This design comes from an exercise in tuning for small area on the open sky130 flow, not from production work.
At most, simulation tests tie the RTL to the original design; equivalence was not proved.
No activity file was given, so power comes from the tool's default toggle rates.

==> module wb_subsystem_top, before the edit <==
module wb_subsystem_top (
    input  logic                  wb_clk_i,
    input  logic                  rst_n_i,
    input  logic                  wbs_stb_i,
    input  logic                  wbs_we_i,
    input  wb_mux_pkg::wb_addr_t  wbs_adr_i,
    input  wb_mux_pkg::wb_data_t  wbs_dat_i,
    output logic                  wbs_ack_o,
    output wb_mux_pkg::wb_data_t  wbs_dat_o,
    input  wb_mux_pkg::wb_data_t  la_data_i,
    output wb_mux_pkg::wb_data_t  la_data_o,
    output wb_mux_pkg::wb_data_t  la_oen_o,
    input  wb_mux_pkg::gpio_vec_t gpio_in_i,
    output wb_mux_pkg::gpio_vec_t gpio_out_o,
    output wb_mux_pkg::gpio_vec_t gpio_oe_o
);
    logic [7:0]  team_sel;
    logic        in_designs, in_la, in_gpio;
    logic [4:1]  in_team;
    logic        mapped;
    logic        ofs_z, ofs0, ofs4, ofs8;
    assign team_sel   = wbs_adr_i[23:16];
    assign in_designs = (wbs_adr_i[31:24] == 8'h30);
    assign in_la      = (wbs_adr_i[31:16] == 16'h3100);
    assign in_gpio    = (wbs_adr_i[31:16] == 16'h3200);
    assign in_team[1] = in_designs && team_sel == 8'd1;
    assign in_team[2] = in_designs && team_sel == 8'd2;
    assign in_team[3] = in_designs && team_sel == 8'd3;
    assign in_team[4] = in_designs && team_sel == 8'd4;
    assign mapped     = in_la | in_gpio | (|in_team);
    assign ofs_z = (wbs_adr_i[15:4] == 12'h000) && (wbs_adr_i[1:0] == 2'b00);
    assign ofs0  = ofs_z && (wbs_adr_i[3:2] == 2'b00);
    assign ofs4  = ofs_z && (wbs_adr_i[3:2] == 2'b01);
    assign ofs8  = ofs_z && (wbs_adr_i[3:2] == 2'b10);
    logic        r_team, r_la, r_gpio;
    logic [1:0]  slot;
    logic [3:0]  slot_hit;    
    assign r_team = ~wbs_adr_i[25] & ~wbs_adr_i[24];
    assign r_la   = wbs_adr_i[24];
    assign r_gpio = wbs_adr_i[25];
    assign slot   = wbs_adr_i[17:16];
    assign slot_hit[0] = (slot == 2'd0);
    assign slot_hit[1] = (slot == 2'd1);
    assign slot_hit[2] = (slot == 2'd2);
    assign slot_hit[3] = (slot == 2'd3);
    logic ack_q;
    logic access;
    assign access = wbs_stb_i & mapped & ~ack_q;
    always_ff @(posedge wb_clk_i or negedge rst_n_i) begin
        if (!rst_n_i) ack_q <= 1'b0;
        else          ack_q <= access;
    end
    assign wbs_ack_o = ack_q;
    logic wr;
    assign wr = access & wbs_we_i;
    logic [31:0] la_data_q, la_oen_q;
    always_ff @(posedge wb_clk_i or negedge rst_n_i) begin
        if (!rst_n_i) begin
            la_data_q <= '0;
            la_oen_q  <= '0;
        end else begin
            if (wr && r_la && ofs0) la_data_q <= wbs_dat_i;
            if (wr && r_la && ofs4) la_oen_q  <= wbs_dat_i;
        end
    end
    assign la_data_o = la_data_q;
    assign la_oen_o  = la_oen_q;
    logic [15:0] gpio_out_q, gpio_oe_q;
    logic [15:0] gpio_meta_q, gpio_sync_q;
    logic [1:0]  sync_live_q;    
    always_ff @(posedge wb_clk_i or negedge rst_n_i) begin
        if (!rst_n_i) begin
            gpio_out_q <= '0;
            gpio_oe_q  <= '0;
        end else begin
            if (wr && r_gpio && ofs0) gpio_out_q <= wbs_dat_i[15:0];
            if (wr && r_gpio && ofs4) gpio_oe_q  <= wbs_dat_i[15:0];
        end
    end
    always_ff @(posedge wb_clk_i) begin
        gpio_meta_q <= gpio_in_i;
        gpio_sync_q <= gpio_meta_q;
    end
    always_ff @(posedge wb_clk_i or negedge rst_n_i) begin
        if (!rst_n_i) sync_live_q <= 2'b00;
        else          sync_live_q <= {sync_live_q[0], 1'b1};
    end
    assign gpio_out_o = gpio_out_q;
    assign gpio_oe_o  = gpio_oe_q;
    logic [31:0] scratch_q [4];
    logic [31:0] count_q   [4];
    logic [3:0]  scratch_live_q, count_live_q;
    logic [3:0]  scr_rd, cnt_rd;
    logic [31:0] scratch_sel, count_sel, count_next;
    for (genvar i = 0; i < 4; i++) begin : g_sel
        assign scr_rd[i] = slot_hit[i] & scratch_live_q[i];
        assign cnt_rd[i] = slot_hit[i] & count_live_q[i];
    end
    always_comb begin
        scratch_sel = '0;
        count_sel   = '0;
        for (int i = 0; i < 4; i++) begin
            scratch_sel = scratch_sel | (scratch_q[i] & {32{scr_rd[i]}});
            count_sel   = count_sel   | (count_q[i]   & {32{cnt_rd[i]}});
        end
    end
    assign count_next = (wbs_we_i && ofs8) ? wbs_dat_i : count_sel + 32'd1;
    for (genvar i = 0; i < 4; i++) begin : g_team
        logic hit;
        assign hit = access & r_team & slot_hit[i];
        always_ff @(posedge wb_clk_i) begin
            if (hit && wbs_we_i && ofs0) scratch_q[i] <= wbs_dat_i;
            if (hit)                     count_q[i]   <= count_next;
        end
        always_ff @(posedge wb_clk_i or negedge rst_n_i) begin
            if (!rst_n_i) begin
                scratch_live_q[i] <= 1'b0;
                count_live_q[i]   <= 1'b0;
            end else begin
                if (hit && wbs_we_i && ofs0) scratch_live_q[i] <= 1'b1;
                if (hit)                     count_live_q[i]   <= 1'b1;
            end
        end
    end
    logic [31:0] rd_word, rd_q;
    logic [31:0] team_id;
    assign team_id = {29'd0, slot_hit[0], slot[1], slot[0]};
    logic [3:0] sel_scr;
    logic       sel_cnt, sel_id, sel_lad, sel_lao, sel_lai, sel_go, sel_goe, sel_gi;
    for (genvar i = 0; i < 4; i++) begin : g_rsel
        assign sel_scr[i] = r_team & ofs0 & scr_rd[i];
    end
    assign sel_cnt = r_team & ofs8;
    assign sel_id  = r_team & ofs4;
    assign sel_lad = r_la & ofs0;
    assign sel_lao = r_la & ofs4;
    assign sel_lai = r_la & ofs8;
    assign sel_go  = r_gpio & ofs0;
    assign sel_goe = r_gpio & ofs4;
    assign sel_gi  = r_gpio & ofs8 & sync_live_q[1];
    always_comb begin
        rd_word = (count_sel & {32{sel_cnt}})
                | (team_id   & {32{sel_id}})
                | (la_data_q & {32{sel_lad}})
                | (la_oen_q  & {32{sel_lao}})
                | (la_data_i & {32{sel_lai}})
                | ({16'd0, gpio_out_q}  & {32{sel_go}})
                | ({16'd0, gpio_oe_q}   & {32{sel_goe}})
                | ({16'd0, gpio_sync_q} & {32{sel_gi}});
        for (int i = 0; i < 4; i++)
            rd_word = rd_word | (scratch_q[i] & {32{sel_scr[i]}});
    end
    always_ff @(posedge wb_clk_i) begin
        rd_q <= rd_word;
    end
    assign wbs_dat_o = rd_q;
endmodule
Settings: LEC_CHECK=0, CAP_MARGIN=20, CORE_MARGIN=2, CORE_UTILIZATION=65, SLEW_MARGIN=20; clock period 6.0 ns.
standard.sh (not shown) runs the stock make flow with config.mk's settings and CLKGATE_MAP_FILE= SYNTH_SCRIPT=/design/flow/synth_recipe.tcl, a recipe that flattens the netlist after the stock synthesis.
==> flow/flow/run.sh <==
#!/bin/bash
# The standard ORFS layout with three changes:
#  - synthesis maps logic with an area-oriented ABC script (flow/area.abc);
#  - ports are buffered with the smallest buffer;
#  - clock tree synthesis uses small clock buffers and no dummy loads.
set -euo pipefail
export AREA_ABC_SCRIPT=$PWD/flow/area.abc
bash standard.sh \
  "SYNTH_SCRIPT=$PWD/flow/synth.tcl" \
  "BUFFER_PORTS_ARGS=-buffer_cell sky130_fd_sc_hd__buf_1" \
  "CTS_ARGS=-sink_clustering_enable -repair_clock_nets -dont_use_dummy_load -buf_list sky130_fd_sc_hd__clkbuf_8 -sink_clustering_size 20 -sink_clustering_max_diameter 50" \
  finish > layout.log 2>&1
==> flow/flow/area.abc <==
strash
dc2
dc2
dch -f
amap
topo
==> flow/flow/synth.tcl <==
# synth_recipe.tcl with one change: ABC maps the combinational logic with
# the area-oriented script in area.abc (flip-flops are mapped before ABC
# runs and keep their names and cell types).
proc synth {args} { yosys synth -nofsm -noshare {*}$args }
proc abc {args} {
  set i [lsearch -exact $args -script]
  if { $i >= 0 } { lset args [expr {$i + 1}] $::env(AREA_ABC_SCRIPT) }
  yosys abc {*}$args
}
source $::env(SCRIPTS_DIR)/synth.tcl
# left out here: clear keep_hierarchy, flatten, clean up, hide names made inside functions, write 1_2_yosys.v
Change:
--- a/flow/design.v
+++ b/flow/design.v
@@ -120,9 +120,16 @@
             scratch_sel = scratch_sel | (scratch_q[i] & {32{scr_rd[i]}});
             count_sel   = count_sel   | (count_q[i]   & {32{cnt_rd[i]}});
         end
     end
-    assign count_next = (wbs_we_i && ofs8) ? wbs_dat_i : count_sel + 32'd1;
+    logic [32:0] inc_carry;
+    logic [31:0] count_inc;
+    assign inc_carry[0] = 1'b1;
+    for (genvar b = 0; b < 32; b++) begin : g_inc
+        assign count_inc[b]     = count_sel[b] ^ inc_carry[b];
+        assign inc_carry[b + 1] = count_sel[b] & inc_carry[b];
+    end
+    assign count_next = (wbs_we_i && ofs8) ? wbs_dat_i : count_inc;
     for (genvar i = 0; i < 4; i++) begin : g_team
         logic hit;
         assign hit = access & r_team & slot_hit[i];
         always_ff @(posedge wb_clk_i) begin
Result: This time the run finished but fails on negative setup slack; clock-buffer cell count is unchanged; hold slack improved by 20 ps; total power grows slightly; fmax shrinks by about a fifth; final area grows by a few percent; wire length grows slightly; utilization grows by 4.3 points; register-to-register slack got worse by 1700 ps; first-iteration DRC count is unchanged; combinational power shrinks slightly; non-clock buffer count grows by 62; sequential power stays flat; sequential cell count stays the same; setup slack got worse by 1400 ps.
The RTL of the second run of this note was laid out without a check of its function.

## re-timing with driven ports
In the flow no input, the clock included, has a driving cell. The finished layouts below were timed again as built, in two steps. Step 1: set_driving_cell puts a clkbuf_16 on wb_clk_i and a buf_2 on each other input, an assumption about the parent block. Step 2, shift: input delay + t, output delay - t, t = (earliest + latest rising clock arrival at the registers) / 2. This alone moves slack from input paths to output paths. Three values: ideal ports, drivers, drivers and shift; two values: the first two.
run	shift t [ns]	setup slack, ns	worst slew at a driven data input, ns
the first run	0.592	0.305 / 0.329 / -0.263	0.09
the second run	0.597	-1.088 / -1.111 / -1.707	0.09
With both steps, setup timing fails in the first run, where it was met with ideal ports. For the second run, which loses most, drivers alone change the setup slack by -0.023 ns; drivers and shift together by -0.619 ns.
